This is an optimization exercise on Yosys and OpenROAD, whose aim is small area, a short achievable clock period and few clock cycles per item, not a production implementation. The RTL was checked by simulation tests, not by an equivalence proof against the original design. Power and IR drop assume default switching activity.

[flow/config.mk]
export PLATFORM = sky130hd
export DESIGN_NAME = alu_cluster
export DESIGN_NICKNAME = alu_cluster
export VERILOG_FILES = /design/flow/design.v
export SDC_FILE = /design/flow/constraint.sdc
export NUM_CORES = 4
export LEC_CHECK = 0
export ABC_AREA = 1
export CAP_MARGIN = 20
export CORE_MARGIN = 2
export CORE_UTILIZATION = 40
export PLACE_DENSITY = 0.6
export SETUP_SLACK_MARGIN = 2.0
export SLEW_MARGIN = 20
[flow/constraint.sdc]
create_clock -name core_clock -period 6.0 [get_ports {clk}]
set_input_delay 1.2000 -clock core_clock [delete_from_list [all_inputs] [get_ports {clk}]]
set_output_delay 1.2000 -clock core_clock [all_outputs]
set_load 0.01 [all_outputs]
[flow/design.v]
localparam int DATA_W     = 64;
localparam int HALF_W     = 32;  
localparam int TAG_W      = 4;
localparam int NUM_LANES  = 4;
localparam int LANE_IDX_W = 2;
localparam int FL_C = 3;
localparam int FL_V = 2;
localparam int FL_N = 1;
localparam int FL_Z = 0;
localparam logic [3:0] OP_ADD = 4'd0;
localparam logic [3:0] OP_SUB = 4'd1;
localparam logic [3:0] OP_AND = 4'd2;
localparam logic [3:0] OP_OR  = 4'd3;
localparam logic [3:0] OP_XOR = 4'd4;
localparam logic [3:0] OP_SHL = 4'd5;
localparam logic [3:0] OP_SHR = 4'd6;
localparam logic [3:0] OP_SAR = 4'd7;
localparam logic [3:0] OP_SXT = 4'd8;
localparam logic [1:0] SXT_BYTE = 2'd0;
localparam logic [1:0] SXT_HALF = 2'd1;
localparam logic [1:0] SXT_WORD = 2'd2;
localparam int REQ_W   = 146;
localparam int RQ_TAG  = 0;
localparam int RQ_B    = 4;
localparam int RQ_A    = 68;
localparam int RQ_FIN  = 132;
localparam int RQ_SXT  = 136;
localparam int RQ_COND = 138;
localparam int RQ_OP   = 142;
localparam int RSP_W   = 73;
localparam int RS_TAG  = 0;
localparam int RS_TK   = 4;
localparam int RS_FL   = 5;
localparam int RS_RES  = 9;
`timescale 1ns/1ps
module flag_cond_eval (
  input  logic [3:0] cond,
  input  logic [3:0] flags,
  output logic       taken
);
localparam int DATA_W     = 64;
localparam int HALF_W     = 32;  
localparam int TAG_W      = 4;
localparam int NUM_LANES  = 4;
localparam int LANE_IDX_W = 2;
localparam int FL_C = 3;
localparam int FL_V = 2;
localparam int FL_N = 1;
localparam int FL_Z = 0;
localparam logic [3:0] OP_ADD = 4'd0;
localparam logic [3:0] OP_SUB = 4'd1;
localparam logic [3:0] OP_AND = 4'd2;
localparam logic [3:0] OP_OR  = 4'd3;
localparam logic [3:0] OP_XOR = 4'd4;
localparam logic [3:0] OP_SHL = 4'd5;
localparam logic [3:0] OP_SHR = 4'd6;
localparam logic [3:0] OP_SAR = 4'd7;
localparam logic [3:0] OP_SXT = 4'd8;
localparam logic [1:0] SXT_BYTE = 2'd0;
localparam logic [1:0] SXT_HALF = 2'd1;
localparam logic [1:0] SXT_WORD = 2'd2;
localparam int REQ_W   = 146;
localparam int RQ_TAG  = 0;
localparam int RQ_B    = 4;
localparam int RQ_A    = 68;
localparam int RQ_FIN  = 132;
localparam int RQ_SXT  = 136;
localparam int RQ_COND = 138;
localparam int RQ_OP   = 142;
localparam int RSP_W   = 73;
localparam int RS_TAG  = 0;
localparam int RS_TK   = 4;
localparam int RS_FL   = 5;
localparam int RS_RES  = 9;
  logic fc;
  logic fv;
  logic fn;
  logic fz;
  assign fc = flags[FL_C];
  assign fv = flags[FL_V];
  assign fn = flags[FL_N];
  assign fz = flags[FL_Z];
  always_comb begin
    case (cond)
      4'd0:    taken = fz;
      4'd1:    taken = ~fz;
      4'd2:    taken = fc;
      4'd3:    taken = ~fc;
      4'd4:    taken = fn;
      4'd5:    taken = ~fn;
      4'd6:    taken = fv;
      4'd7:    taken = ~fv;
      4'd8:    taken = fc & ~fz;          
      4'd9:    taken = ~fc | fz;          
      4'd10:   taken = (fn == fv);        
      4'd11:   taken = (fn != fv);
      4'd12:   taken = (fn == fv) & ~fz;  
      4'd13:   taken = (fn != fv) | fz;
      4'd14:   taken = 1'b1;
      default: taken = 1'b0;
    endcase
  end
endmodule
`timescale 1ns/1ps
module alu_lane (
  input  logic [145:0]  req,
  output logic [72:0]   rsp
);
localparam int DATA_W     = 64;
localparam int HALF_W     = 32;  
localparam int TAG_W      = 4;
localparam int NUM_LANES  = 4;
localparam int LANE_IDX_W = 2;
localparam int FL_C = 3;
localparam int FL_V = 2;
localparam int FL_N = 1;
localparam int FL_Z = 0;
localparam logic [3:0] OP_ADD = 4'd0;
localparam logic [3:0] OP_SUB = 4'd1;
localparam logic [3:0] OP_AND = 4'd2;
localparam logic [3:0] OP_OR  = 4'd3;
localparam logic [3:0] OP_XOR = 4'd4;
localparam logic [3:0] OP_SHL = 4'd5;
localparam logic [3:0] OP_SHR = 4'd6;
localparam logic [3:0] OP_SAR = 4'd7;
localparam logic [3:0] OP_SXT = 4'd8;
localparam logic [1:0] SXT_BYTE = 2'd0;
localparam logic [1:0] SXT_HALF = 2'd1;
localparam logic [1:0] SXT_WORD = 2'd2;
localparam int REQ_W   = 146;
localparam int RQ_TAG  = 0;
localparam int RQ_B    = 4;
localparam int RQ_A    = 68;
localparam int RQ_FIN  = 132;
localparam int RQ_SXT  = 136;
localparam int RQ_COND = 138;
localparam int RQ_OP   = 142;
localparam int RSP_W   = 73;
localparam int RS_TAG  = 0;
localparam int RS_TK   = 4;
localparam int RS_FL   = 5;
localparam int RS_RES  = 9;
  logic [3:0]        op;
  logic [3:0]        cond;
  logic [1:0]        sxt;
  logic [3:0]        fin;
  logic [DATA_W-1:0] a;
  logic [DATA_W-1:0] b;
  logic [TAG_W-1:0]  tag;
  logic              taken;
  assign op   = req[RQ_OP   +: 4];
  assign cond = req[RQ_COND +: 4];
  assign sxt  = req[RQ_SXT  +: 2];
  assign fin  = req[RQ_FIN  +: 4];
  assign a    = req[RQ_A    +: DATA_W];
  assign b    = req[RQ_B    +: DATA_W];
  assign tag  = req[RQ_TAG  +: TAG_W];
  flag_cond_eval cond_i (
    .cond  (cond),
    .flags (fin),
    .taken (taken)
  );
  logic is_add, is_sub, is_and, is_or, is_xor, is_shl, is_shr, is_sar, is_sxt;
  assign is_add = (op == OP_ADD);
  assign is_sub = (op == OP_SUB);
  assign is_and = (op == OP_AND);
  assign is_or  = (op == OP_OR);
  assign is_xor = (op == OP_XOR);
  assign is_shl = (op == OP_SHL);
  assign is_shr = (op == OP_SHR);
  assign is_sar = (op == OP_SAR);
  assign is_sxt = (op == OP_SXT);
  logic              inv_b;
  logic [DATA_W-1:0] bx;
  logic [DATA_W-1:0] p;
  logic [DATA_W-1:0] g;
  logic [DATA_W-1:0] gg;    
  logic [DATA_W-1:0] gp;    
  logic [DATA_W:0]   c;     
  logic [DATA_W-1:0] sum;
  assign inv_b = op[0];
  assign bx = b ^ {DATA_W{inv_b}};
  assign p  = a ^ bx;
  assign g  = a & bx;
  always_comb begin
    gg = g;
    gp = p;
    gg[0] = g[0] | (p[0] & inv_b);
    for (int l = 0; l < 6; l++)
      for (int j = (2 << l) - 1; j < DATA_W; j += (2 << l)) begin
        gg[j] = gg[j] | (gp[j] & gg[j - (1 << l)]);
        gp[j] = gp[j] & gp[j - (1 << l)];
      end
    for (int l = 4; l >= 0; l--)
      for (int j = 3 * (1 << l) - 1; j < DATA_W; j += (2 << l)) begin
        gg[j] = gg[j] | (gp[j] & gg[j - (1 << l)]);
        gp[j] = gp[j] & gp[j - (1 << l)];
      end
  end
  assign c   = {gg, inv_b};
  assign sum = p ^ c[DATA_W-1:0];
  logic [5:0]        sh;
  logic [DATA_W-1:0] sh_in;
  logic [DATA_W-1:0] sh_out;
  logic [DATA_W-1:0] sh_rev;
  logic              fill;
  assign sh   = b[5:0];
  assign fill = is_sar & a[DATA_W-1];
  always_comb begin
    for (int i = 0; i < DATA_W; i++)
      sh_in[i] = is_shl ? a[DATA_W-1-i] : a[i];
  end
  assign sh_out = DATA_W'($signed({fill, sh_in}) >>> sh);
  always_comb begin
    for (int i = 0; i < DATA_W; i++)
      sh_rev[i] = sh_out[DATA_W-1-i];
  end
  logic              s_fill;
  logic [DATA_W-1:0] keep_a;
  logic [DATA_W-1:0] ext;
  assign s_fill = (sxt == SXT_BYTE) ? a[7] : (sxt == SXT_HALF) ? a[15] : a[31];
  always_comb begin
    for (int i = 0; i < DATA_W; i++) begin
      if (i < 8)
        keep_a[i] = ~taken | is_sxt;
      else if (i < 16)
        keep_a[i] = ~taken | (is_sxt & (sxt != SXT_BYTE));
      else if (i < 32)
        keep_a[i] = ~taken | (is_sxt & sxt[1]);
      else
        keep_a[i] = ~taken;
      ext[i] = taken & is_sxt & ~keep_a[i];
    end
  end
  logic t_arith, t_p, t_g, t_b, t_shr, t_shl;
  assign t_arith = taken & (is_add | is_sub);
  assign t_p     = taken & is_xor;
  assign t_b     = taken & is_or;
  assign t_g     = taken & (is_and | is_or);
  assign t_shr   = taken & (is_shr | is_sar);
  assign t_shl   = taken & is_shl;
  logic [DATA_W-1:0] res;
  always_comb begin
    for (int i = 0; i < DATA_W; i++)
      res[i] = (t_arith & sum[i]) | (t_p & p[i]) | (t_g & g[i]) | (t_b & b[i]) |
               (t_shr & sh_out[i]) | (t_shl & sh_rev[i]) |
               (keep_a[i] & a[i]) | (ext[i] & s_fill);
  end
  logic fc, fv;
  assign fc = (is_add | is_sub) & c[DATA_W];
  assign fv = (is_add | is_sub) & (a[DATA_W-1] == bx[DATA_W-1]) &&
              (sum[DATA_W-1] != a[DATA_W-1]);
  assign rsp[RS_RES +: DATA_W] = res;
  assign rsp[RS_FL + FL_C]     = taken ? fc : fin[FL_C];
  assign rsp[RS_FL + FL_V]     = taken ? fv : fin[FL_V];
  assign rsp[RS_FL + FL_N]     = fin[FL_N];
  assign rsp[RS_FL + FL_Z]     = fin[FL_Z];
  assign rsp[RS_TK]            = taken;
  assign rsp[RS_TAG +: TAG_W]  = tag;
endmodule
`timescale 1ns/1ps
module issue_dispatch (
  input  logic       in_valid,
  output logic       in_ready,
  input  logic [3:0] lane_ready,
  output logic [3:0] lane_valid
);
localparam int DATA_W     = 64;
localparam int HALF_W     = 32;  
localparam int TAG_W      = 4;
localparam int NUM_LANES  = 4;
localparam int LANE_IDX_W = 2;
localparam int FL_C = 3;
localparam int FL_V = 2;
localparam int FL_N = 1;
localparam int FL_Z = 0;
localparam logic [3:0] OP_ADD = 4'd0;
localparam logic [3:0] OP_SUB = 4'd1;
localparam logic [3:0] OP_AND = 4'd2;
localparam logic [3:0] OP_OR  = 4'd3;
localparam logic [3:0] OP_XOR = 4'd4;
localparam logic [3:0] OP_SHL = 4'd5;
localparam logic [3:0] OP_SHR = 4'd6;
localparam logic [3:0] OP_SAR = 4'd7;
localparam logic [3:0] OP_SXT = 4'd8;
localparam logic [1:0] SXT_BYTE = 2'd0;
localparam logic [1:0] SXT_HALF = 2'd1;
localparam logic [1:0] SXT_WORD = 2'd2;
localparam int REQ_W   = 146;
localparam int RQ_TAG  = 0;
localparam int RQ_B    = 4;
localparam int RQ_A    = 68;
localparam int RQ_FIN  = 132;
localparam int RQ_SXT  = 136;
localparam int RQ_COND = 138;
localparam int RQ_OP   = 142;
localparam int RSP_W   = 73;
localparam int RS_TAG  = 0;
localparam int RS_TK   = 4;
localparam int RS_FL   = 5;
localparam int RS_RES  = 9;
  logic found;
  always_comb begin
    lane_valid = '0;
    found      = 1'b0;
    for (int i = 0; i < NUM_LANES; i++) begin
      if (lane_ready[i] && !found) begin
        lane_valid[i] = in_valid;
        found         = 1'b1;
      end
    end
  end
  assign in_ready = |lane_ready;  
endmodule
`timescale 1ns/1ps
module result_collect (
  input  logic            clk,
  input  logic            rst,
  input  logic [3:0]      rsp_valid,
  output logic [3:0]      rsp_ready,
  input  logic [4*73-1:0] rsp_in,    
  output logic            out_valid,
  input  logic            out_ready,
  output logic [72:0]     out_rsp
);
localparam int DATA_W     = 64;
localparam int HALF_W     = 32;  
localparam int TAG_W      = 4;
localparam int NUM_LANES  = 4;
localparam int LANE_IDX_W = 2;
localparam int FL_C = 3;
localparam int FL_V = 2;
localparam int FL_N = 1;
localparam int FL_Z = 0;
localparam logic [3:0] OP_ADD = 4'd0;
localparam logic [3:0] OP_SUB = 4'd1;
localparam logic [3:0] OP_AND = 4'd2;
localparam logic [3:0] OP_OR  = 4'd3;
localparam logic [3:0] OP_XOR = 4'd4;
localparam logic [3:0] OP_SHL = 4'd5;
localparam logic [3:0] OP_SHR = 4'd6;
localparam logic [3:0] OP_SAR = 4'd7;
localparam logic [3:0] OP_SXT = 4'd8;
localparam logic [1:0] SXT_BYTE = 2'd0;
localparam logic [1:0] SXT_HALF = 2'd1;
localparam logic [1:0] SXT_WORD = 2'd2;
localparam int REQ_W   = 146;
localparam int RQ_TAG  = 0;
localparam int RQ_B    = 4;
localparam int RQ_A    = 68;
localparam int RQ_FIN  = 132;
localparam int RQ_SXT  = 136;
localparam int RQ_COND = 138;
localparam int RQ_OP   = 142;
localparam int RSP_W   = 73;
localparam int RS_TAG  = 0;
localparam int RS_TK   = 4;
localparam int RS_FL   = 5;
localparam int RS_RES  = 9;
  logic [LANE_IDX_W-1:0] rr_ptr;
  logic [LANE_IDX_W-1:0] scan_idx;
  logic [LANE_IDX_W-1:0] grant_idx;
  logic                  grant_any;
  logic [NUM_LANES-1:0]  grant;
  logic                  slot_free;
  assign slot_free = ~out_valid | out_ready;
  always_comb begin
    grant_any = 1'b0;
    grant_idx = '0;
    scan_idx  = '0;
    for (int k = 0; k < NUM_LANES; k++) begin
      scan_idx = rr_ptr + LANE_IDX_W'(k);
      if (!grant_any && rsp_valid[scan_idx]) begin
        grant_any = 1'b1;
        grant_idx = scan_idx;
      end
    end
    grant = NUM_LANES'(grant_any) << grant_idx;
  end
  assign rsp_ready = grant & {NUM_LANES{slot_free}};
  always_ff @(posedge clk) begin
    if (rst) begin
      out_valid <= 1'b0;
      rr_ptr    <= '0;
    end else if (slot_free) begin
      out_valid <= grant_any;
      if (grant_any)
        rr_ptr <= grant_idx + 1'b1;  
    end
  end
  always_ff @(posedge clk) begin
    if (slot_free && grant_any)
      out_rsp <= rsp_in[grant_idx*RSP_W +: RSP_W];
  end
endmodule
`timescale 1ns/1ps
module alu_cluster (
  input  logic          clk,
  input  logic          rst,
  input  logic          in_valid,
  output logic          in_ready,
  input  logic [145:0]  in_req,
  output logic          out_valid,
  input  logic          out_ready,
  output logic [72:0]   out_rsp
);
localparam int DATA_W     = 64;
localparam int HALF_W     = 32;  
localparam int TAG_W      = 4;
localparam int NUM_LANES  = 4;
localparam int LANE_IDX_W = 2;
localparam int FL_C = 3;
localparam int FL_V = 2;
localparam int FL_N = 1;
localparam int FL_Z = 0;
localparam logic [3:0] OP_ADD = 4'd0;
localparam logic [3:0] OP_SUB = 4'd1;
localparam logic [3:0] OP_AND = 4'd2;
localparam logic [3:0] OP_OR  = 4'd3;
localparam logic [3:0] OP_XOR = 4'd4;
localparam logic [3:0] OP_SHL = 4'd5;
localparam logic [3:0] OP_SHR = 4'd6;
localparam logic [3:0] OP_SAR = 4'd7;
localparam logic [3:0] OP_SXT = 4'd8;
localparam logic [1:0] SXT_BYTE = 2'd0;
localparam logic [1:0] SXT_HALF = 2'd1;
localparam logic [1:0] SXT_WORD = 2'd2;
localparam int REQ_W   = 146;
localparam int RQ_TAG  = 0;
localparam int RQ_B    = 4;
localparam int RQ_A    = 68;
localparam int RQ_FIN  = 132;
localparam int RQ_SXT  = 136;
localparam int RQ_COND = 138;
localparam int RQ_OP   = 142;
localparam int RSP_W   = 73;
localparam int RS_TAG  = 0;
localparam int RS_TK   = 4;
localparam int RS_FL   = 5;
localparam int RS_RES  = 9;
  logic              slot_free;
  logic [RSP_W-1:0]  rsp_d;
  logic [RSP_W-1:0]  rsp_q;
  alu_lane lane_i (
    .req (in_req),
    .rsp (rsp_d)
  );
  assign slot_free = ~out_valid | out_ready;
  assign in_ready  = slot_free;
  always_ff @(posedge clk) begin
    if (rst)
      out_valid <= 1'b0;
    else if (slot_free)
      out_valid <= in_valid;
  end
  always_ff @(posedge clk) begin
    if (slot_free)
      rsp_q <= rsp_d;
  end
  always_comb begin
    out_rsp = rsp_q;
    if (rsp_q[RS_TK]) begin
      out_rsp[RS_FL + FL_N] = rsp_q[RS_RES + DATA_W - 1];
      out_rsp[RS_FL + FL_Z] = ~|rsp_q[RS_RES +: DATA_W];
    end
  end
endmodule
[flow/flow/run.sh]
#!/bin/bash
# The standard layout, with plain buf_1 cells as the port buffers (the resizer
# upsizes them where timing needs it).
set -euo pipefail
export BUFFER_PORTS_ARGS="-buffer_cell sky130_fd_sc_hd__buf_1"
export ADDER_MAP_FILE=
export SKIP_GATE_CLONING=1
bash standard.sh > standard.log 2>&1
[flow/standard.sh]
#!/bin/bash
# synth_recipe.tcl (not shown) runs the flow's synth.tcl, then flattens the netlist and writes it again
# the make line also repeats each setting of config.mk as NAME=value (left out here)
make -C /OpenROAD-flow-scripts/flow DESIGN_CONFIG=/design/flow/config.mk WORK_HOME=/design/flow/orfs CLKGATE_MAP_FILE= SYNTH_SCRIPT=/design/flow/synth_recipe.tcl "${@:-finish}"
==> results.sh, run 1 <==
export IMPL_place_congestion=1.019
export IMPL_port_buffers=224
export IMPL_hold_path_class="reg -> reg"
export IMPL_yosys_warnings=3
export IMPL_wl_per_cell_um=22.12
export IMPL_regToRegSetupSlack_ps=4260
export IMPL_status="finished clean"
export IMPL_syn_num_nets=2700
export IMPL_dieHeight_um=193.2
export IMPL_tritoncts="done"
export IMPL_cp_start_kind="input port"
export IMPL_dr_pass1_iters=6
export IMPL_worstReg2RegStart="out_valid$_SDFFE_PP0P_"
export IMPL_synth_async_reset_ratio_pct=0
export IMPL_cts_sinks=74
export IMPL_root_buffer="clkbuf_16"
export IMPL_floorplan_initialDensity_pct=40.44
export IMPL_dpl_cell_area_mm2=0.01484
export IMPL_grt_pass1_wl_um=97920
export IMPL_grt_usage_pct=35.27
export IMPL_max_slew_margin_pct=32.71
export IMPL_final_nets=2770
export IMPL_hold_viol=0
export IMPL_num_rows=69
export IMPL_synth_edf_count=73
export IMPL_tightestPinTransition_ps=1000
export IMPL_layoutNonFillerInstCount=3086
export IMPL_vias_per_cell=5.952
export IMPL_timing_hold_ws_ps=740.4
export IMPL_crit_arrival_ps=3990
export IMPL_ant_nets=0
export IMPL_power_density_mw_per_mm2=180.7
export IMPL_antenna_found_initial=0
export IMPL_grt_max_degree=75
export IMPL_dieArea_mm2=0.03731
export IMPL_startpoint="in_req[142]"
export IMPL_leakage_nw=7.007
export IMPL_min_from="out_valid$_SDFFE_PP0P_"
export IMPL_ys_ff_latch=74
export IMPL_vdd_drop_max_v=0.0001206
export IMPL_r2r_cells=2
export IMPL_dieWidth_um=193.2
export IMPL_antenna_diode_count=0
export IMPL_synthToLayoutAreaGrowth_pct=8.287
export IMPL_cts_max_path_buffers=2
export IMPL_drive_above_1_share_pct=8.876
export IMPL_vias=18370
export IMPL_r2r_end="rsp_q[5]$_DFFE_PP_"
export IMPL_synthCells=2550
export IMPL_synth_cell_types=58
export IMPL_dp_cells=3063
export IMPL_hpwl_um=53890
export IMPL_boundaryPins=225
export IMPL_syn_cell_area_mm2=0.01431
export IMPL_avgSynthCellArea_um2=5.613
export IMPL_drv_slew=0
export IMPL_routed_wl_um=68270
export IMPL_clk_pin_slew_worst_paths_ps=70
export IMPL_cts_buffers=9
export IMPL_ctsHoldBuffers=0
export IMPL_clock_fmax_mhz=252.8
export IMPL_clock_latency_ps=360
export IMPL_cts_max_level=3
export IMPL_core_mm2=0.03540
export IMPL_fin_setup_tns_ps=0
export IMPL_fill_cells=4035
export IMPL_rsz0062_at_grt="true"
export IMPL_grt_pass1_vias=15740
export IMPL_yosysSeqAreaShare_pct=15.45
export IMPL_fin_crit_ps=3956
export IMPL_cap_violations=0
export IMPL_criticalPathCategory="in -> reg"
export IMPL_crit_path_end_kind="flop"
export IMPL_setup_viol=0
export IMPL_drtIter0Drc=2405
export IMPL_postLayoutCellArea_mm2=0.01550
export IMPL_synth_ff_type="edfxtp_1"
export IMPL_crit_required_ps=6040
export IMPL_cp_max_fo=22
export IMPL_fin_crit_sh_pct=65.93
export IMPL_crit_end="rsp_q[33]$_DFFE_PP_"
export IMPL_grt_overflow_total=0
export IMPL_drc=0
export IMPL_finalClockSkew_ps=16.30
-- worst min-delay path by stage --
| stage | cells after the start | end |
|---|---|---|
| after global placement | 1 | rsp_q[56]$_DFFE_PP_ |
| final | 1 | rsp_q[43]$_DFFE_PP_ |
| after global routing | 1 | rsp_q[43]$_DFFE_PP_ |
| after detailed placement | 1 | rsp_q[56]$_DFFE_PP_ |
| after CTS | 1 | rsp_q[43]$_DFFE_PP_ |
| after floorplan | 1 | out_valid$_SDFFE_PP0P_ |
-- layer usage --
| layer | vias up | GRT usage [%] | share of wire [%] |
|---|---|---|---|
| met1 | 8473 | 51.60 | 43 |
| met4 | 0 | 11.60 | 3.3 |
| met2 | 1080 | 52.84 | 42 |
| met5 | - | 0 | 0 |
| met3 | 122 | 4.959 | 11 |
| li1 | 8692 | - | - |
-- Yosys cell counts, types with 4 or more instances --
cell	n	area [um^2]
nand2_1	810	3040
o21ai_1	252	1261
inv_1	205	769.5
nand3_1	161	805.8
nor2_1	155	581.8
o21ai_0	129	645.6
a21oi_1	115	575.6
buf_4	75	563.0
edfxtp_1	73	2192
clkbuf_1	72	270.3
or2_1	40	250.2
nand2_2	38	237.7
o211ai_1	36	270.3
buf_1	32	120.1
o22ai_1	28	175.2
nor3_1	26	130.1
nand3_2	25	250.2
a211oi_1	24	180.2
nand4_1	24	150.1
o2111ai_1	22	192.7
nor4_1	21	131.4
inv_2	20	75.07
mux2i_1	19	190.2
buf_2	17	85.08
xnor2_1	15	131.4
buf_6	14	157.7
a31oi_1	10	62.56
nor2_2	10	62.56
o21a_1	8	60.06
o221ai_1	6	52.55
a311oi_1	5	43.79
nand2_4	5	56.30
nor3_2	5	50.05
or2_0	5	31.28
or2_2	5	31.28
a221oi_1	4	35.03
o21ai_2	4	35.03
-- critical path: stages --
cell,delay (ps)
buf_12,150
buf_6,190
nor2_1,160
nand3_1,310
o21ai_2,530
nor2_2,60
buf_4,210
inv_1,240
o211ai_1,140
a311oi_1,440
o221ai_1,320
-- layout by cell type, fill, tap and decap left out, types with 5 or more instances in the layout --
| cell type | synthesis | final |
|---|---|---|
| nand3_1 | 161 | 160 |
| buf_1 | 32 | 216 |
| clkbuf_16 | 0 | 9 |
| or2_0 | 5 | 5 |
| nor3_1 | 26 | 24 |
| a21oi_2 | 3 | 6 |
| buf_4 | 75 | 35 |
| o22ai_1 | 28 | 27 |
| or2_1 | 40 | 40 |
| o221ai_1 | 6 | 6 |
| clkbuf_2 | 0 | 6 |
| nand2_2 | 38 | 36 |
| o21ai_1 | 252 | 248 |
| a21oi_1 | 115 | 112 |
| nand4_1 | 24 | 24 |
| xnor2_1 | 15 | 15 |
| nor3_2 | 5 | 6 |
| inv_1 | 205 | 203 |
| or2_2 | 5 | 5 |
| o211ai_1 | 36 | 36 |
| nand2_1 | 810 | 807 |
| inv_2 | 20 | 22 |
| nand2_4 | 5 | 9 |
| nor4_1 | 21 | 21 |
| mux2i_1 | 19 | 19 |
| edfxtp_1 | 73 | 73 |
| o2111ai_1 | 22 | 22 |
| nor2_1 | 155 | 150 |
| o21a_1 | 8 | 8 |
| nand3_2 | 25 | 25 |
| o21ai_2 | 4 | 18 |
| buf_6 | 14 | 6 |
| a31oi_1 | 10 | 8 |
| a211oi_1 | 24 | 23 |
| a311oi_1 | 5 | 5 |
| nor2_2 | 10 | 14 |
| o21ai_0 | 129 | 119 |
-- kinds of logic after synthesis --
kind of cell | synth area share [%]
compound gates | 26.10
xor+xnor | 1.154
buf+inv | 14.84
flops | 15.45
mux | 1.329
simple gates | 41.12
-- flip-flops by register name, indices dropped and copies added, names as in the netlist --
| register | flops |
|---|---|
| out_valid | 1 |
| rsp_q | 73 |
-- repair_timing --
action                                  in CTS  in global routing
setup buffers                                2                  5
pin swaps                                    2                  6
resized for setup                           19                 60
endpoints found under the setup margin      65                 59
-- report_power, final --
group	internal, mW	switching (mW)	total, mW
clock network	0.364	0.241	0.605
logic	0.432	1.05	1.48
registers	0.671	0.0478	0.719
total	1.47	1.33	2.80
-- cell type report --
cell class	instances	area, um^2	share of cell area [%]
sequential	74	2212	14.27
clock inverter	7	93.84	0.6054
tap	461	576.8	3.721
clock buffer	9	225.2	1.453
timing repair buffer	273	1356	8.750
multi-input combinational	2034	10170	65.60
inverter	228	868.3	5.602
-- metrics by stage --
stage / setup slack, ps / util [%] / power (mW)
CTS: 1977 / 43.13 / 2.737
floorplan: 2545 / - / 1.738
finish: 2044 / 43.79 / 2.801
detailed placement: 904.0 / 41.93 / 2.125
global placement: 939.1 / 41.93 / 2.119
global route: 1935 / 43.79 / 2.965
Testbench counts, summed over its fixed seeds: cycles 27,441, items 24,000.
==> run 2, diff against run 1 <==
--- a/flow/config.mk
+++ b/flow/config.mk
@@ -6,9 +6,9 @@
 export NUM_CORES = 4
 export LEC_CHECK = 0
 export ABC_AREA = 1
-export CAP_MARGIN = 20
+export CAP_MARGIN = 30
 export CORE_MARGIN = 2
 export CORE_UTILIZATION = 40
 export PLACE_DENSITY = 0.6
 export SETUP_SLACK_MARGIN = 2.0
-export SLEW_MARGIN = 20
+export SLEW_MARGIN = 5
==> results.sh, run 2 <==
export IMPL_status="finished clean"
export IMPL_grt_usage_pct=35.27
export IMPL_cts_max_level=3
export IMPL_cp_start_kind="input port"
export IMPL_synth_edf_count=73
export IMPL_core_mm2=0.03540
export IMPL_fin_ws_ps=2044
export IMPL_routed_wl_um=68270
export IMPL_fin_crit_ps=3956
export IMPL_dieArea_mm2=0.03731
export IMPL_ys_ff_latch=74
export IMPL_place_congestion=1.019
export IMPL_yosysSeqAreaShare_pct=15.45
export IMPL_finalClockSkew_ps=16.30
export IMPL_cap_violations=0
export IMPL_synth_top_area_cell="nand2_1"
export IMPL_r2r_cells=2
export IMPL_synth_most_common_cell="nand2_1"
export IMPL_worstHoldPathCells=1
export IMPL_port_buffers=224
export IMPL_top_regs="rsp_q: 73 flops, out_valid: 1 flops"
export IMPL_seqCellArea_mm2=0.002212
export IMPL_root_buffer="clkbuf_16"
export IMPL_multi_input_area_mm2=0.01017
export IMPL_syn_num_nets=2700
export IMPL_fin_crit_sh_pct=65.93
export IMPL_cts_max_path_buffers=2
export IMPL_syn_cell_area_mm2=0.01431
export IMPL_crit_end="rsp_q[33]$_DFFE_PP_"
export IMPL_tritoncts="done"
export IMPL_synth_async_reset_ratio_pct=0
export IMPL_synthToLayoutAreaGrowth_pct=8.287
export IMPL_criticalPathCategory="in -> reg"
export IMPL_drv_slew=0
export IMPL_ant_nets=0
export IMPL_clk_pin_slew_worst_paths_ps=70
export IMPL_layoutNonFillerInstCount=3086
export IMPL_worstReg2RegStart="out_valid$_SDFFE_PP0P_"
export IMPL_crit_path_end_kind="flop"
export IMPL_largest_reg_flops=73
export IMPL_dieHeight_um=193.2
export IMPL_slowest_stage="o21ai_2"
export IMPL_dp_cells=3063
export IMPL_fin_setup_tns_ps=0
export IMPL_antenna_found_initial=0
export IMPL_final_cell_mix="nand2_1, o21ai_1, buf_1"
export IMPL_boundaryPins=225
export IMPL_synth_common_cells="nand2_1, o21ai_1, inv_1, nand3_1, nor2_1"
export IMPL_hpwl_um=53890
export IMPL_synth_cell_types=58
export IMPL_setup_viol=0
export IMPL_dieWidth_um=193.2
export IMPL_cp_buffers_inverters=4
export IMPL_clock_fmax_mhz=252.8
export IMPL_drive_above_1_share_pct=8.876
export IMPL_antenna_diode_count=0
export IMPL_dr_pass1_iters=6
export IMPL_synth_ff_type="edfxtp_1"
export IMPL_vias=18370
export IMPL_power_density_mw_per_mm2=180.7
export IMPL_startpoint="in_req[142]"
export IMPL_final_common_cell="nand2_1"
export IMPL_hold_path_class="reg -> reg"
export IMPL_num_rows=69
export IMPL_r2r_end="rsp_q[5]$_DFFE_PP_"
export IMPL_yosys_warnings=3
export IMPL_synthCells=2550
export IMPL_drc=0
export IMPL_final_nets=2770
export IMPL_cts_buffers=9
export IMPL_grt_overflow_total=0
export IMPL_cp_top_family="compound AO/OA/AOI/OAI gates"
export IMPL_rsz0062_at_grt="true"
export IMPL_synth_top_area_share_pct=21.24
export IMPL_drtIter0Drc=2405
export IMPL_max_slew_margin_pct=32.71
export IMPL_hold_viol=0
export IMPL_cp_slowest_stage_delay_ps=530
export IMPL_vias_per_cell=5.952
export IMPL_cp_cell_sequence="buf_12 -> buf_6 -> nor2_1 -> nand3_1 -> o21ai_2 -> nor2_2 -> buf_4 -> inv_1 -> o211ai_1 -> a311oi_1 -> o221ai_1"
export IMPL_cp_max_fo=22
export IMPL_top_register="rsp_q"
export IMPL_leakage_nw=7.007
export IMPL_place_ws_ps=904.0
export IMPL_avgSynthCellArea_um2=5.613
export IMPL_clock_latency_ps=360
export IMPL_synth_area_leaders="nand2_1, edfxtp_1, o21ai_1"
export IMPL_floorplan_initialDensity_pct=40.44
export IMPL_crit_arrival_ps=3990
export IMPL_wl_per_cell_um=22.12
export IMPL_regToRegSetupSlack_ps=4260
export IMPL_ctsHoldBuffers=0
export IMPL_vdd_drop_max_v=0.0001206
export IMPL_grt_pass1_wl_um=97920
export IMPL_tightestPinTransition_ps=1000
export IMPL_grt_pass1_vias=15740
export IMPL_crit_cells=11
export IMPL_crit_required_ps=6040
export IMPL_fill_cells=4035
export IMPL_grt_max_degree=75
export IMPL_cts_sinks=74
## run 2: per-layer routing
layer / track usage (%) / vias to the layer above / wire length [um]
met2: 52.84 / 1080 / 29000
met1: 51.60 / 8473 / 29560
met4: 11.60 / 0 / 2251
li1: - / 8692 / -
met5: 0 / - / 0
met3: 4.959 / 122 / 7458
## run 2: layout make-up
cell class | count | area share (%)
clock buffers | 9 | 1.453
multi-input cells | 2034 | 65.60
flip-flops and latches | 74 | 14.27
clock inverters | 7 | 0.6054
well taps | 461 | 3.721
repair buffers | 273 | 8.750
inverters | 228 | 5.602
## run 2: logic make-up after synthesis
group,Yosys count,synth area share (%)
simple gates,1337,41.12
xor+xnor,18,1.154
buf+inv,442,14.84
flops,74,15.45
compound gates,660,26.10
mux,19,1.329
## run 2: what timing repair did
action | CTS | global route
pin swaps | 2 | 6
hold endpoints to repair | 0 | 0
setup buffers | 2 | 5
endpoints found under the setup margin | 65 | 59
cloned | 0 | 0
resized for setup | 19 | 60
## run 2: per-stage QoR
stage / total power, mW / hold slack (ps) / cell area, um^2 / utilization (%)
floorplan: 1.738 / 1269 / 14320 / -
global placement: 2.119 / 742.5 / 14840 / 41.93
detailed placement: 2.125 / 754.8 / 14840 / 41.93
CTS: 2.737 / 763.5 / 15270 / 43.13
global route: 2.965 / 772.7 / 15500 / 43.79
finish: 2.801 / 740.4 / 15500 / 43.79
## run 2: worst min path at each step
stage                                   endpoint  slack, ps                    from
after floorplan           out_valid$_SDFFE_PP0P_       1270                     rst
after global placement       rsp_q[56]$_DFFE_PP_        740  out_valid$_SDFFE_PP0P_
after detailed placement     rsp_q[56]$_DFFE_PP_        750  out_valid$_SDFFE_PP0P_
after CTS                    rsp_q[43]$_DFFE_PP_        760  out_valid$_SDFFE_PP0P_
after global routing         rsp_q[43]$_DFFE_PP_        770  out_valid$_SDFFE_PP0P_
final                        rsp_q[43]$_DFFE_PP_        740  out_valid$_SDFFE_PP0P_
## run 2: worst register-to-register path: stages, from the launching register on
cell     delay (ps)
dfxtp_1         340
nand2_4         230
buf_4           740
## run 2: power breakdown
part | total (mW) | switching, mW | internal, mW
combinational | 1.48 | 1.05 | 0.432
clock | 0.605 | 0.241 | 0.364
sequential | 0.719 | 0.0478 | 0.671
==> run 3, diff against run 2 <==
--- a/flow/config.mk
+++ b/flow/config.mk
@@ -10,5 +10,5 @@
 export CORE_MARGIN = 2
 export CORE_UTILIZATION = 40
 export PLACE_DENSITY = 0.6
-export SETUP_SLACK_MARGIN = 2.0
-export SLEW_MARGIN = 5
+export SETUP_SLACK_MARGIN = 2.25
+export SLEW_MARGIN = 20
==> results.sh, run 3 <==
export IMPL_synth_most_common_cell="nand2_1"
export IMPL_cts_sinks=74
export IMPL_synth_top_area_share_pct=21.24
export IMPL_hold_path_class="reg -> reg"
export IMPL_floorplan_initialDensity_pct=40.44
export IMPL_r2r_end="rsp_q[5]$_DFFE_PP_"
export IMPL_drive_above_1_share_pct=15.88
export IMPL_r2r_cells=2
export IMPL_synth_cell_types=58
export IMPL_multi_input_area_mm2=0.01083
export IMPL_drc=0
export IMPL_cap_violations=0
export IMPL_cp_max_fo=61
export IMPL_dieHeight_um=193.2
export IMPL_cts_max_path_buffers=2
export IMPL_boundaryPins=225
export IMPL_synthCells=2550
export IMPL_tritoncts="done"
export IMPL_finalClockSkew_ps=12.71
export IMPL_drtIter0Drc=2353
export IMPL_grt_usage_pct=35.82
export IMPL_synth_async_reset_ratio_pct=0
export IMPL_core_mm2=0.03540
export IMPL_crit_end="rsp_q[44]$_DFFE_PP_"
export IMPL_fill_cells=3917
export IMPL_final_nets=2808
export IMPL_hpwl_um=53890
export IMPL_synthToLayoutAreaGrowth_pct=15.82
export IMPL_cts_buffers=9
export IMPL_top_regs="rsp_q: 73 flops, out_valid: 1 flops"
export IMPL_dr_pass1_iters=6
export IMPL_worstReg2RegStart="out_valid$_SDFFE_PP0P_"
export IMPL_final_cell_mix="nand2_1, buf_1, inv_1"
export IMPL_fin_crit_sh_pct=63.39
export IMPL_vias_per_cell=5.984
export IMPL_place_congestion=1.019
export IMPL_postLayoutCellArea_mm2=0.01658
export IMPL_routed_wl_um=70070
export IMPL_yosys_warnings=3
export IMPL_crit_path_end_kind="flop"
export IMPL_dpl_cell_area_mm2=0.01484
export IMPL_top_register="rsp_q"
export IMPL_wl_per_cell_um=22.41
export IMPL_ant_nets=0
export IMPL_vias=18710
export IMPL_grt_overflow_total=0
export IMPL_largest_reg_flops=73
export IMPL_final_common_cell="nand2_1"
export IMPL_synth_ff_type="edfxtp_1"
export IMPL_syn_cell_area_mm2=0.01431
export IMPL_clock_latency_ps=360
export IMPL_rsz0062_at_grt="true"
export IMPL_status="finished clean"
export IMPL_crit_required_ps=6090
export IMPL_syn_num_nets=2700
export IMPL_setup_viol=0
export IMPL_clk_pin_slew_worst_paths_ps=70
export IMPL_dp_cells=3063
export IMPL_drv_slew=0
export IMPL_fin_util_pct=46.84
export IMPL_grt_max_degree=75
export IMPL_hold_viol=0
export IMPL_ys_ff_latch=74
export IMPL_root_buffer="clkbuf_16"
export IMPL_leakage_nw=7.432
export IMPL_avgSynthCellArea_um2=5.613
export IMPL_criticalPathCategory="in -> reg"
export IMPL_synth_top_area_cell="nand2_1"
export IMPL_synth_edf_count=73
export IMPL_layoutNonFillerInstCount=3126
export IMPL_seqCellArea_mm2=0.002212
export IMPL_dieWidth_um=193.2
export IMPL_dieArea_mm2=0.03731
export IMPL_ctsHoldBuffers=0
export IMPL_timing_hold_ws_ps=742.9
export IMPL_antenna_found_initial=1
export IMPL_synth_common_cells="nand2_1, o21ai_1, inv_1, nand3_1, nor2_1"
export IMPL_synth_area_leaders="nand2_1, edfxtp_1, o21ai_1"
export IMPL_yosysSeqAreaShare_pct=15.45
export IMPL_grt_pass1_wl_um=99270
export IMPL_grt_pass1_vias=16000
export IMPL_regToRegSetupSlack_ps=4260
export IMPL_clock_fmax_mhz=262.9
export IMPL_num_rows=69
export IMPL_max_slew_margin_pct=41.17
export IMPL_tightestPinTransition_ps=882.4
export IMPL_port_buffers=224
export IMPL_vdd_drop_max_v=0.0001220
export IMPL_startpoint="in_req[8]"
export IMPL_cts_max_level=3
export IMPL_crit_arrival_ps=3900
export IMPL_fin_crit_ps=3803
export IMPL_cp_start_kind="input port"
export IMPL_fin_setup_tns_ps=0
export IMPL_power_density_mw_per_mm2=177.2
## run 3: changes by cell type in the layout (fill, tap and decap cells not counted), sizes merged
cell,previous run,this run
clkinv,6,7
buf,267,303
diode,0,2
inv,226,225
clkbuf,15,17
## run 3: where the power goes
group	leakage [nW]	switching, mW	internal [mW]
sequential	0.793	0.0493	0.671
combinational	6.49	1.12	0.498
clock	0.153	0.240	0.364
## run 3: per-stage QoR
stage               worst slack, ps  total power, mW
floorplan                      2545            1.738
global placement              939.1            2.119
detailed placement            904.0            2.125
CTS                            2196            2.777
global route                   2115            3.101
finish                         2197            2.938
## run 3: how the worst min path moves through the flow
stage | startpoint | to | cells past startpoint
final | out_valid$_SDFFE_PP0P_ | rsp_q[43]$_DFFE_PP_ | 1
after global routing | out_valid$_SDFFE_PP0P_ | rsp_q[43]$_DFFE_PP_ | 1
after floorplan | rst | out_valid$_SDFFE_PP0P_ | 1
after CTS | out_valid$_SDFFE_PP0P_ | rsp_q[43]$_DFFE_PP_ | 1
after detailed placement | out_valid$_SDFFE_PP0P_ | rsp_q[56]$_DFFE_PP_ | 1
after global placement | out_valid$_SDFFE_PP0P_ | rsp_q[56]$_DFFE_PP_ | 1
## run 3: repair_timing
action	4_1_cts	5_1_grt
pin swaps	13	47
gates resized for setup	76	217
cloned	0	0
hold endpoints to repair	0	0
endpoints found under the setup margin	67	66
setup buffers	23	22
## run 3: critical path, stage by stage
cell and delay (ps):
clkbuf_4 280, inv_2 70, buf_4 350, nor2_1 580, inv_1 400, o21ai_1 220, nor2_1 140, a31oi_4 260
nor2_1 70, nor2_1 190, o21ai_1 110
## run 3: logic make-up after synthesis
logic type                count (synthesis)  share of synthesized area, %
and+or+nand+nor                        1337                         41.12
buffers and inverters                   442                         14.84
muxes                                    19                         1.329
AOI/OAI and AO/OA                       660                         26.10
DFF                                      74                         15.45
xor gates and xnor gates                 18                         1.154
## run 3: layout make-up
class | instances | share of cell area (%)
Antenna cell | 2 | 0.03019
Clock buffer | 9 | 1.358
Clock inverter | 7 | 0.5660
Inverter | 228 | 5.321
Multi-Input combinational cell | 2034 | 65.33
Sequential cell | 74 | 13.34
Tap cell | 461 | 3.479
Timing Repair Buffer | 311 | 10.57
## run 3: per-layer routing
metal  vias to the layer above  global-route usage (%)  share of wire [%]
met5                         -                       0              0.019
met3                       151                   7.041                 12
li1                       8787                       -                  -
met1                      8633                   50.68                 42
met2                      1133                   53.59                 43
met4                         2                   13.32                3.7
==> run 4, diff against run 3 <==
--- a/flow/config.mk
+++ b/flow/config.mk
@@ -10,5 +10,5 @@
 export CORE_MARGIN = 2
 export CORE_UTILIZATION = 40
 export PLACE_DENSITY = 0.6
-export SETUP_SLACK_MARGIN = 2.25
+export SETUP_SLACK_MARGIN = 1.75
 export SLEW_MARGIN = 20
==> results.sh, run 4 <==
export IMPL_status="finished clean"
export IMPL_yosysSeqAreaShare_pct=15.45
export IMPL_power_net_switching_mw=1.335
export IMPL_dieWidth_um=193.2
export IMPL_synth_top_area_cell="nand2_1"
export IMPL_cp_start_kind="input port"
export IMPL_routed_wl_um=68460
export IMPL_switching_share_pct=46.96
export IMPL_largest_reg_flops=73
export IMPL_syn_num_nets=2700
export IMPL_grt_overflow_total=0
export IMPL_crit_path_end_kind="flop"
export IMPL_ys_ff_latch=74
export IMPL_core_mm2=0.03540
export IMPL_final_nets=2765
export IMPL_dr_pass1_iters=7
export IMPL_rsz0062_at_grt="false"
export IMPL_synth_common_cells="nand2_1, o21ai_1, inv_1, nand3_1, nor2_1"
export IMPL_finalPower_mw=2.842
export IMPL_fin_setup_tns_ps=0
export IMPL_syn_cell_area_mm2=0.01431
export IMPL_clk_pin_slew_worst_paths_ps=60
export IMPL_finalClockSkew_ps=20.46
export IMPL_setup_viol=0
export IMPL_grt_max_degree=105
export IMPL_place_ws_ps=1091
export IMPL_grt_usage_pct=35.01
export IMPL_tightestPinTransition_ps=1104
export IMPL_dieArea_mm2=0.03731
export IMPL_cp_max_fo=28
export IMPL_cts_max_path_buffers=2
export IMPL_dieHeight_um=193.2
export IMPL_synth_ff_type="edfxtp_1"
export IMPL_synthToLayoutAreaGrowth_pct=7.500
export IMPL_port_buffers=224
export IMPL_hpwl_um=53240
export IMPL_drv_slew=0
export IMPL_fin_crit_sh_pct=69.82
export IMPL_root_buffer="clkbuf_16"
export IMPL_vias=18190
export IMPL_vdd_drop_max_v=0.0001838
export IMPL_vias_per_cell=5.905
export IMPL_leakage_nw=6.976
export IMPL_cp_buffers_inverters=3
export IMPL_layoutNonFillerInstCount=3081
export IMPL_final_cell_mix="nand2_1, o21ai_1, buf_1"
export IMPL_criticalPathCategory="in -> reg"
export IMPL_crit_required_ps=6050
export IMPL_floorplan_initialDensity_pct=40.44
export IMPL_num_rows=69
export IMPL_clock_latency_ps=370
export IMPL_clock_fmax_mhz=238.7
export IMPL_ctsHoldBuffers=0
export IMPL_fin_crit_ps=4189
export IMPL_synth_top_area_share_pct=21.24
export IMPL_cp_slowest_stage_delay_ps=690
export IMPL_combinationalPowerShare_pct=51.5
export IMPL_drtIter0Drc=2521
export IMPL_place_congestion=1.046
export IMPL_yosys_warnings=3
export IMPL_cts_sinks=74
export IMPL_hold_path_class="reg -> reg"
export IMPL_drive_above_1_share_pct=7.710
export IMPL_cp_top_family="compound AO/OA/AOI/OAI gates"
export IMPL_seqCellArea_mm2=0.002212
export IMPL_power_density_mw_per_mm2=184.7
export IMPL_synth_area_leaders="nand2_1, edfxtp_1, o21ai_1"
export IMPL_crit_arrival_ps=4240
export IMPL_final_common_cell="nand2_1"
export IMPL_antenna_diode_count=0
export IMPL_grt_pass1_vias=15560
export IMPL_top_register="rsp_q"
export IMPL_multi_input_area_mm2=0.01006
export IMPL_p_seq_share_pct=25.4
export IMPL_synth_edf_count=73
export IMPL_wl_per_cell_um=22.22
export IMPL_fin_ws_ps=1811
export IMPL_postLayoutCellArea_mm2=0.01539
export IMPL_cp_cell_sequence="clkbuf_4 -> buf_16 -> buf_12 -> nor2_1 -> nand3_1 -> o21ai_0 -> nor2_1 -> a2111oi_0 -> o211ai_1"
export IMPL_slowest_stage="o21ai_0"
export IMPL_fill_cells=3977
export IMPL_hold_viol=0
export IMPL_dp_cells=3060
export IMPL_boundaryPins=225
export IMPL_ant_nets=0
export IMPL_synth_async_reset_ratio_pct=0
export IMPL_synth_cell_types=58
export IMPL_clock_power_share_pct=23.1
export IMPL_grt_pass1_wl_um=96930
export IMPL_tritoncts="done"
export IMPL_avgSynthCellArea_um2=5.613
export IMPL_synth_most_common_cell="nand2_1"
export IMPL_drc=0
export IMPL_dpl_cell_area_mm2=0.01484
export IMPL_top_regs="rsp_q: 73 flops, out_valid: 1 flops"
export IMPL_synthCells=2550
export IMPL_cts_max_level=3
export IMPL_intPower_mw=1.508
export IMPL_antenna_found_initial=0
export IMPL_max_slew_margin_pct=25.75
export IMPL_crit_path_frequent_cell="nor2_1"
export IMPL_cap_violations=0
export IMPL_cts_buffers=9
-- run 4: per-stage QoR --
stage	hold slack, ps	utilization (%)
after floorplan	1269	-
after global placement	541.2	41.86
after detailed placement	544.0	41.92
after CTS	558.4	43.03
after global routing	572.2	43.47
final	549.2	43.47
-- run 4: cell families (layout without fill, tap and decap cells) --
family | after synthesis | count (layout) | share of synthesized area [%]
AO/OA/AOI/OAI | 660 | 660 | 26.10
XOR/XNOR | 18 | 18 | 1.154
AND/OR/NAND/NOR | 1337 | 1337 | 41.12
multiplexers | 19 | 19 | 1.329
flip-flops | 74 | 74 | 15.45
buffers and inverters | 442 | 512 | 14.84
-- run 4: layout make-up --
cell class,count,area share [%]
multi-input combinational,2034,65.35
sequential,74,14.38
timing repair buffer,268,8.635
inverter,228,5.611
tap,461,3.749
clock buffer,9,1.464
clock inverter,7,0.8131
-- run 4: final timing paths --
check | cells after the start | slack (ps) | to | from
max | 9 | 1810 | rsp_q[18]$_DFFE_PP_ | in_req[142]
min | 1 | 550 | rsp_q[52]$_DFFE_PP_ | out_valid$_SDFFE_PP0P_
max reg2reg | 3 | 4540 | rsp_q[5]$_DFFE_PP_ | out_valid$_SDFFE_PP0P_
min reg2reg | 1 | 550 | rsp_q[52]$_DFFE_PP_ | out_valid$_SDFFE_PP0P_
-- run 4: layer usage --
metal / routed length, um / track usage, % / part of all wire, %
met4: 2727 / 13.14 / 4.0
met3: 7435 / 6.425 / 11
met5: 0 / 0 / 0
met2: 28590 / 51.02 / 42
met1: 29710 / 50.85 / 43
-- run 4: power groups by stage --
stage	clock, mW	combinational (mW)	sequential, mW
global route	0.686	1.59	0.729
detailed placement	0	1.40	0.732
finish	0.657	1.46	0.721
CTS	0.667	1.40	0.721
floorplan	0	1.03	0.711
global placement	0	1.39	0.730
-- run 4: timing repair --
item,CTS,global route
endpoints found under the setup margin,13,39
buffers inserted,1,3
resized for setup,3,17
pin swaps,1,1
gates cloned,0,0
==> run 5, diff against run 4 <==
--- a/flow/config.mk
+++ b/flow/config.mk
@@ -8,7 +8,7 @@
 export ABC_AREA = 1
 export CAP_MARGIN = 30
 export CORE_MARGIN = 2
-export CORE_UTILIZATION = 40
-export PLACE_DENSITY = 0.6
-export SETUP_SLACK_MARGIN = 1.75
+export CORE_UTILIZATION = 50
+export PLACE_DENSITY = 0.65
+export SETUP_SLACK_MARGIN = 2.0
 export SLEW_MARGIN = 20
==> results.sh, run 5 <==
export IMPL_tritoncts="done"
export IMPL_synth_top_area_cell="nand2_1"
export IMPL_largest_reg_flops=73
export IMPL_synthToLayoutAreaGrowth_pct=8.793
export IMPL_cts_max_path_buffers=2
export IMPL_drtIter0Drc=3167
export IMPL_hpwl_um=50930
export IMPL_drv_slew=0
export IMPL_hold_path_class="reg -> reg"
export IMPL_clk_pin_slew_worst_paths_ps=60
export IMPL_gr_usage_met2_pct=60.58
export IMPL_final_common_cell="nand2_1"
export IMPL_grt_usage_pct=41.07
export IMPL_dieWidth_um=173.2
export IMPL_use_met3_pct=9.960
export IMPL_layoutNonFillerInstCount=3014
export IMPL_cp_start_kind="input port"
export IMPL_dp_cells=2978
export IMPL_wl_per_cell_um=21.66
export IMPL_cp_max_fo=36
export IMPL_yosys_warnings=3
export IMPL_syn_num_nets=2700
export IMPL_vias=18480
export IMPL_grt_overflow_total=0
export IMPL_leakage_nw=7.070
export IMPL_hold_viol=0
export IMPL_clock_latency_ps=350
export IMPL_clock_fmax_mhz=248.8
export IMPL_synth_async_reset_ratio_pct=0
export IMPL_routed_wl_um=65280
export IMPL_num_rows=61
export IMPL_top_regs="rsp_q: 73 flops, out_valid: 1 flops"
export IMPL_synth_most_common_cell="nand2_1"
export IMPL_place_ws_ps=1183
export IMPL_finalPower_mw=2.722
export IMPL_final_nets=2779
export IMPL_synth_ff_type="edfxtp_1"
export IMPL_fin_ws_ps=1981
export IMPL_syn_cell_area_mm2=0.01431
export IMPL_ant_nets=0
export IMPL_fin_setup_tns_ps=0
export IMPL_grt_pass1_wl_um=94710
export IMPL_fin_crit_ps=4019
export IMPL_avgSynthCellArea_um2=5.613
export IMPL_tightestPinTransition_ps=918.4
export IMPL_crit_arrival_ps=4040
export IMPL_rsz0062_at_grt="true"
export IMPL_power_density_mw_per_mm2=174.8
export IMPL_crit_path_end_kind="flop"
export IMPL_boundaryPins=225
export IMPL_floorplan_initialDensity_pct=51.10
export IMPL_yosysSeqAreaShare_pct=15.45
export IMPL_ys_ff_latch=74
export IMPL_met1_usage_pct=57.76
export IMPL_cts_buffers=9
export IMPL_synth_cell_types=58
export IMPL_synthCells=2550
export IMPL_synth_top_area_share_pct=21.24
export IMPL_port_buffers=224
export IMPL_ctsHoldBuffers=0
export IMPL_dr_pass1_iters=9
export IMPL_synth_edf_count=73
export IMPL_crit_required_ps=6020
export IMPL_criticalPathCategory="in -> reg"
export IMPL_status="finished clean"
export IMPL_timing_hold_ws_ps=965.8
export IMPL_dpl_cell_area_mm2=0.01471
export IMPL_dieHeight_um=173.2
export IMPL_drive_above_1_share_pct=9.871
export IMPL_grt_busiest_layer="met2"
export IMPL_root_buffer="clkbuf_16"
export IMPL_cts_max_level=3
export IMPL_finalClockSkew_ps=14.24
export IMPL_fin_util_pct=55.59
export IMPL_antenna_found_initial=3
export IMPL_setup_viol=0
export IMPL_cap_violations=0
export IMPL_fin_crit_sh_pct=66.98
export IMPL_top_register="rsp_q"
export IMPL_drc=0
export IMPL_vias_per_cell=6.133
export IMPL_grt_pass1_vias=15870
export IMPL_cts_sinks=74
export IMPL_final_cell_mix="nand2_1, o21ai_1, buf_1"
export IMPL_place_congestion=1.098
export IMPL_vdd_drop_max_v=0.0001405
export IMPL_grt_max_degree=71
export IMPL_core_mm2=0.02801
export IMPL_synth_area_leaders="nand2_1, edfxtp_1, o21ai_1"
export IMPL_max_slew_margin_pct=38.54
export IMPL_postLayoutCellArea_mm2=0.01557
export IMPL_dieArea_mm2=0.03000
export IMPL_synth_common_cells="nand2_1, o21ai_1, inv_1, nand3_1, nor2_1"
## run 5: cell counts after synthesis
No cell type changed its count.
## run 5: logic make-up after synthesis
group                     synth area share, %
xor gates and xnor gates                1.154
DFF                                     15.45
and+or+nand+nor                         41.12
buffers and inverters                   14.84
AOI/OAI and AO/OA                       26.10
muxes                                   1.329
## run 5: worst paths after layout
check	from	end	slack, ps	cells past startpoint
max reg2reg	out_valid$_SDFFE_PP0P_	rsp_q[23]$_DFFE_PP_	4290	2
max	in_req[142]	rsp_q[28]$_DFFE_PP_	1980	11
min reg2reg	out_valid$_SDFFE_PP0P_	rsp_q[54]$_DFFE_PP_	970	1
min	out_valid$_SDFFE_PP0P_	rsp_q[54]$_DFFE_PP_	970	1
## run 5: layer usage
layer  vias up  part of all wire [%]  routed length [um]
met2      1233                    42               27160
met4         0                   4.4                2899
met3       181                    14                8940
li1       8711                     -                   -
met1      8359                    40               26280
met5         -                     0                   0
## run 5: cell type report
type	instances	area, um^2
antenna	2	5.005
inverter	228	863.3
fill	3051	12440
timing repair buffer	282	1491
multi-input combinational	2034	10260
sequential	74	2212
clock inverter	7	45.04
clock buffer	9	225.2
tap	378	473.0
## run 5: where the power goes
| group | switching [mW] | internal (mW) | leakage, nW | total [mW] |
|---|---|---|---|---|
| sequential | 0.0490 | 0.671 | 0.793 | 0.720 |
| clock | 0.222 | 0.278 | 0.125 | 0.500 |
| combinational | 1.05 | 0.448 | 6.15 | 1.50 |
| total | 1.33 | 1.40 | 7.07 | 2.72 |
## run 5: what timing repair did
item | in CTS | in global routing
setup endpoints to repair | 66 | 62
buffers inserted | 1 | 16
hold endpoints to repair | 0 | 0
pin swaps | 2 | 13
gates resized for setup | 22 | 81
## run 5: critical path, cell delays in order
cell and delay (ps):
clkbuf_4 160, buf_16 190, buf_12 190, nor2_1 150, nand3_1 180, o21ai_2 470, nor2_2 110, inv_1 270
o21ai_0 140, a211oi_1 630, o2111ai_1 310
==> run 6, diff against run 5 <==
--- a/flow/flow/run.sh
+++ b/flow/flow/run.sh
@@ -4,5 +4,4 @@
 set -euo pipefail
 export BUFFER_PORTS_ARGS="-buffer_cell sky130_fd_sc_hd__buf_1"
 export ADDER_MAP_FILE=
-export SKIP_GATE_CLONING=1
 bash standard.sh > standard.log 2>&1
==> results.sh, run 6 <==
export IMPL_dieHeight_um=173.2
export IMPL_tightestPinTransition_ps=864.7
export IMPL_avgSynthCellArea_um2=5.613
export IMPL_antenna_diode_count=0
export IMPL_fin_crit_ps=4037
export IMPL_cp_max_fo=22
export IMPL_largest_reg_flops=73
export IMPL_drive_above_1_share_pct=9.529
export IMPL_leakage_nw=7.074
export IMPL_synthCells=2550
export IMPL_antenna_found_initial=1
export IMPL_fin_setup_tns_ps=0
export IMPL_top_register="rsp_q"
export IMPL_syn_cell_area_mm2=0.01431
export IMPL_final_nets=2779
export IMPL_finalClockSkew_ps=10.67
export IMPL_hold_viol=0
export IMPL_fin_crit_sh_pct=67.29
export IMPL_synth_area_leaders="nand2_1, edfxtp_1, o21ai_1"
export IMPL_boundaryPins=225
export IMPL_synth_common_cells="nand2_1, o21ai_1, inv_1, nand3_1, nor2_1"
export IMPL_max_slew_margin_pct=41.74
export IMPL_vias_per_cell=6.172
export IMPL_worstReg2RegStart="out_valid$_SDFFE_PP0P_"
export IMPL_r2r_cells=2
export IMPL_fill_cells=3044
export IMPL_dieArea_mm2=0.03000
export IMPL_dr_pass1_iters=6
export IMPL_floorplan_initialDensity_pct=51.10
export IMPL_routed_wl_um=65800
export IMPL_vias=18590
export IMPL_power_density_mw_per_mm2=174.6
export IMPL_crit_cells=15
export IMPL_cp_slowest_stage_delay_ps=440
export IMPL_clock_fmax_mhz=247.7
export IMPL_crit_arrival_ps=4120
export IMPL_min_from="out_valid$_SDFFE_PP0P_"
export IMPL_hold_path_class="reg -> reg"
export IMPL_yosysSeqAreaShare_pct=15.45
export IMPL_synth_edf_count=73
export IMPL_cts_sinks=74
export IMPL_synth_ff_type="edfxtp_1"
export IMPL_ys_ff_latch=74
export IMPL_grt_pass1_vias=15850
export IMPL_cts_buffers=9
export IMPL_drv_slew=0
export IMPL_hpwl_um=50930
export IMPL_clock_latency_ps=350
export IMPL_grt_pass1_wl_um=94760
export IMPL_fin_ws_ps=1963
export IMPL_cts_max_path_buffers=2
export IMPL_dp_cells=2978
export IMPL_grt_max_degree=71
export IMPL_min_to="rsp_q[53]$_DFFE_PP_"
export IMPL_syn_num_nets=2700
export IMPL_cp_start_kind="input port"
export IMPL_wl_per_cell_um=21.85
export IMPL_cts_max_level=3
export IMPL_synthToLayoutAreaGrowth_pct=8.645
export IMPL_status="finished clean"
export IMPL_r2r_end="rsp_q[23]$_DFFE_PP_"
export IMPL_crit_path_end_kind="flop"
export IMPL_synth_async_reset_ratio_pct=0
export IMPL_cp_top_family="simple AND/OR/NAND/NOR gates"
export IMPL_final_cell_mix="nand2_1, o21ai_1, buf_1"
export IMPL_vdd_drop_max_v=0.0001405
export IMPL_slowest_stage="nor3_1"
export IMPL_synth_top_area_share_pct=21.24
export IMPL_yosys_warnings=3
export IMPL_ctsHoldBuffers=0
export IMPL_drc=0
export IMPL_crit_path_frequent_cell="nand2_1"
export IMPL_place_ws_ps=1183
export IMPL_grt_overflow_total=0
export IMPL_port_buffers=224
export IMPL_cp_cell_sequence="clkbuf_2 -> xor2_1 -> nand2_1 -> nand2_1 -> o211ai_1 -> nand2_1 -> nand2_2 -> nand3_1 -> buf_4 -> buf_6 -> o22ai_1 -> nor3_1 -> o21ai_0 -> a21oi_2 -> o21ai_1"
export IMPL_grt_usage_pct=41.04
export IMPL_worstHoldPathCells=1
export IMPL_synth_top_area_cell="nand2_1"
export IMPL_synth_cell_types=58
export IMPL_num_rows=61
export IMPL_core_mm2=0.02801
export IMPL_final_common_cell="nand2_1"
export IMPL_top_regs="rsp_q: 73 flops, out_valid: 1 flops"
export IMPL_crit_required_ps=6080
export IMPL_rsz0062_at_grt="true"
export IMPL_regToRegSetupSlack_ps=4280
export IMPL_cp_buffers_inverters=3
export IMPL_dieWidth_um=173.2
export IMPL_layoutNonFillerInstCount=3012
export IMPL_tritoncts="done"
export IMPL_criticalPathCategory="in -> reg"
export IMPL_ant_nets=0
export IMPL_synth_most_common_cell="nand2_1"
export IMPL_cap_violations=0
export IMPL_timing_hold_ws_ps=974.8
export IMPL_clk_pin_slew_worst_paths_ps=60
export IMPL_finalPower_mw=2.716
export IMPL_drtIter0Drc=3058
export IMPL_setup_viol=0
export IMPL_place_congestion=1.098
export IMPL_root_buffer="clkbuf_16"
run 6: cell types whose count changed in the layout (fill, tap and decap cells not counted), sizes merged:
| cell | previous run | this run |
|---|---|---|
| buf | 275 | 268 |
| diode | 2 | 0 |
| clkbuf | 16 | 21 |
| nand2 | 853 | 855 |
run 6: cells by family after synthesis:
| kind of cell | count (synthesis) | share of synthesized area (%) |
|---|---|---|
| AND/OR/NAND/NOR | 1337 | 41.12 |
| AO/OA/AOI/OAI | 660 | 26.10 |
| buffers and inverters | 442 | 14.84 |
| flip-flops | 74 | 15.45 |
| multiplexers | 19 | 1.329 |
| XOR/XNOR | 18 | 1.154 |
run 6: repair_timing:
action | in CTS | in global routing
gates resized for setup | 22 | 69
gates cloned | 1 | 7
buffers inserted | 0 | 9
endpoints found under the setup margin | 66 | 63
pin swaps | 2 | 11
run 6: how the worst max path moves through the flow:
| stage | end | slack [ps] | start |
|---|---|---|---|
| CTS | rsp_q[32]$_DFFE_PP_ | 2030 | in_req[134] |
| global route | rsp_q[10]$_DFFE_PP_ | 1900 | in_req[144] |
| detailed placement | rsp_q[60]$_DFFE_PP_ | 1180 | in_req[134] |
| finish | rsp_q[32]$_DFFE_PP_ | 1960 | in_req[134] |
| floorplan | rsp_q[72]$_DFFE_PP_ | 2550 | in_req[142] |
| global placement | rsp_q[60]$_DFFE_PP_ | 1250 | in_req[134] |
run 6: area by class of cell:
type	count	area (um^2)	share of cell area, %
clock inverter	7	45.04	0.2896
inverter	228	868.3	5.584
sequential	74	2212	14.22
tap	378	473.0	3.041
clock buffer	9	225.2	1.448
multi-input combinational	2036	10240	65.83
timing repair buffer	280	1490	9.582
run 6: layer usage:
| metal | vias to the layer above | wire length, um | global-route usage [%] |
|---|---|---|---|
| li1 | 8714 | - | - |
| met1 | 8389 | 26060 | 57.63 |
| met2 | 1307 | 27310 | 61.00 |
| met3 | 179 | 9485 | 9.872 |
| met4 | 0 | 2944 | 14.62 |
| met5 | - | 0 | 0 |
run 6: per-stage QoR:
step                cell area [um^2]  utilization [%]
floorplan                      14320                -
global placement               14710            52.52
detailed placement             14710            52.52
CTS                            15080            53.85
global route                   15550            55.52
finish                         15550            55.52
run 6: power by group:
group	leakage (nW)	switching (mW)	total (mW)	internal, mW
logic	6.16	1.06	1.50	0.446
registers	0.793	0.0488	0.720	0.671
clock network	0.125	0.216	0.494	0.278

## separate check: timing with driven ports
The results above use ideal ports. As a check the final layouts listed here were re-extracted and re-timed, cells and wires unchanged. Step 1 sets driving cells, clkbuf_16 on the clock port and buf_2 on the other inputs (assumed; they add their load-dependent delay and slew). Step 2 times the ports against the registers' clock, not the clock port: input delays grow and output delays shrink by t, the midpoint of the rising clock arrivals with the driver on. Slacks: ideal ports / drivers / drivers and shift; pairs: ideal ports / drivers.
| run | t, ns | setup WS [ns] | worst setup path after step 2 | latest minus earliest clock arrival (ns) |
|---|---|---|---|---|
| run 1 | 0.399 | 2.044 / 2.045 / 1.646 | input to register | 0.018 / 0.018 |
| run 2 | 0.399 | 2.044 / 2.045 / 1.646 | input to register | 0.018 / 0.018 |
| run 3 | 0.397 | 2.197 / 2.191 / 1.794 | input to register | 0.016 / 0.016 |
| run 4 | 0.410 | 1.811 / 1.836 / 1.426 | input to register | 0.022 / 0.022 |
| run 5 | 0.393 | 1.981 / 2.008 / 1.615 | input to register | 0.015 / 0.014 |
| run 6 | 0.389 | 1.963 / 1.987 / 1.598 | input to register | 0.011 / 0.010 |
After both steps setup and hold are still met in every run listed. The setup slack of run 3, which loses most, moves by -0.006 ns with the drivers and by -0.403 ns with both steps.
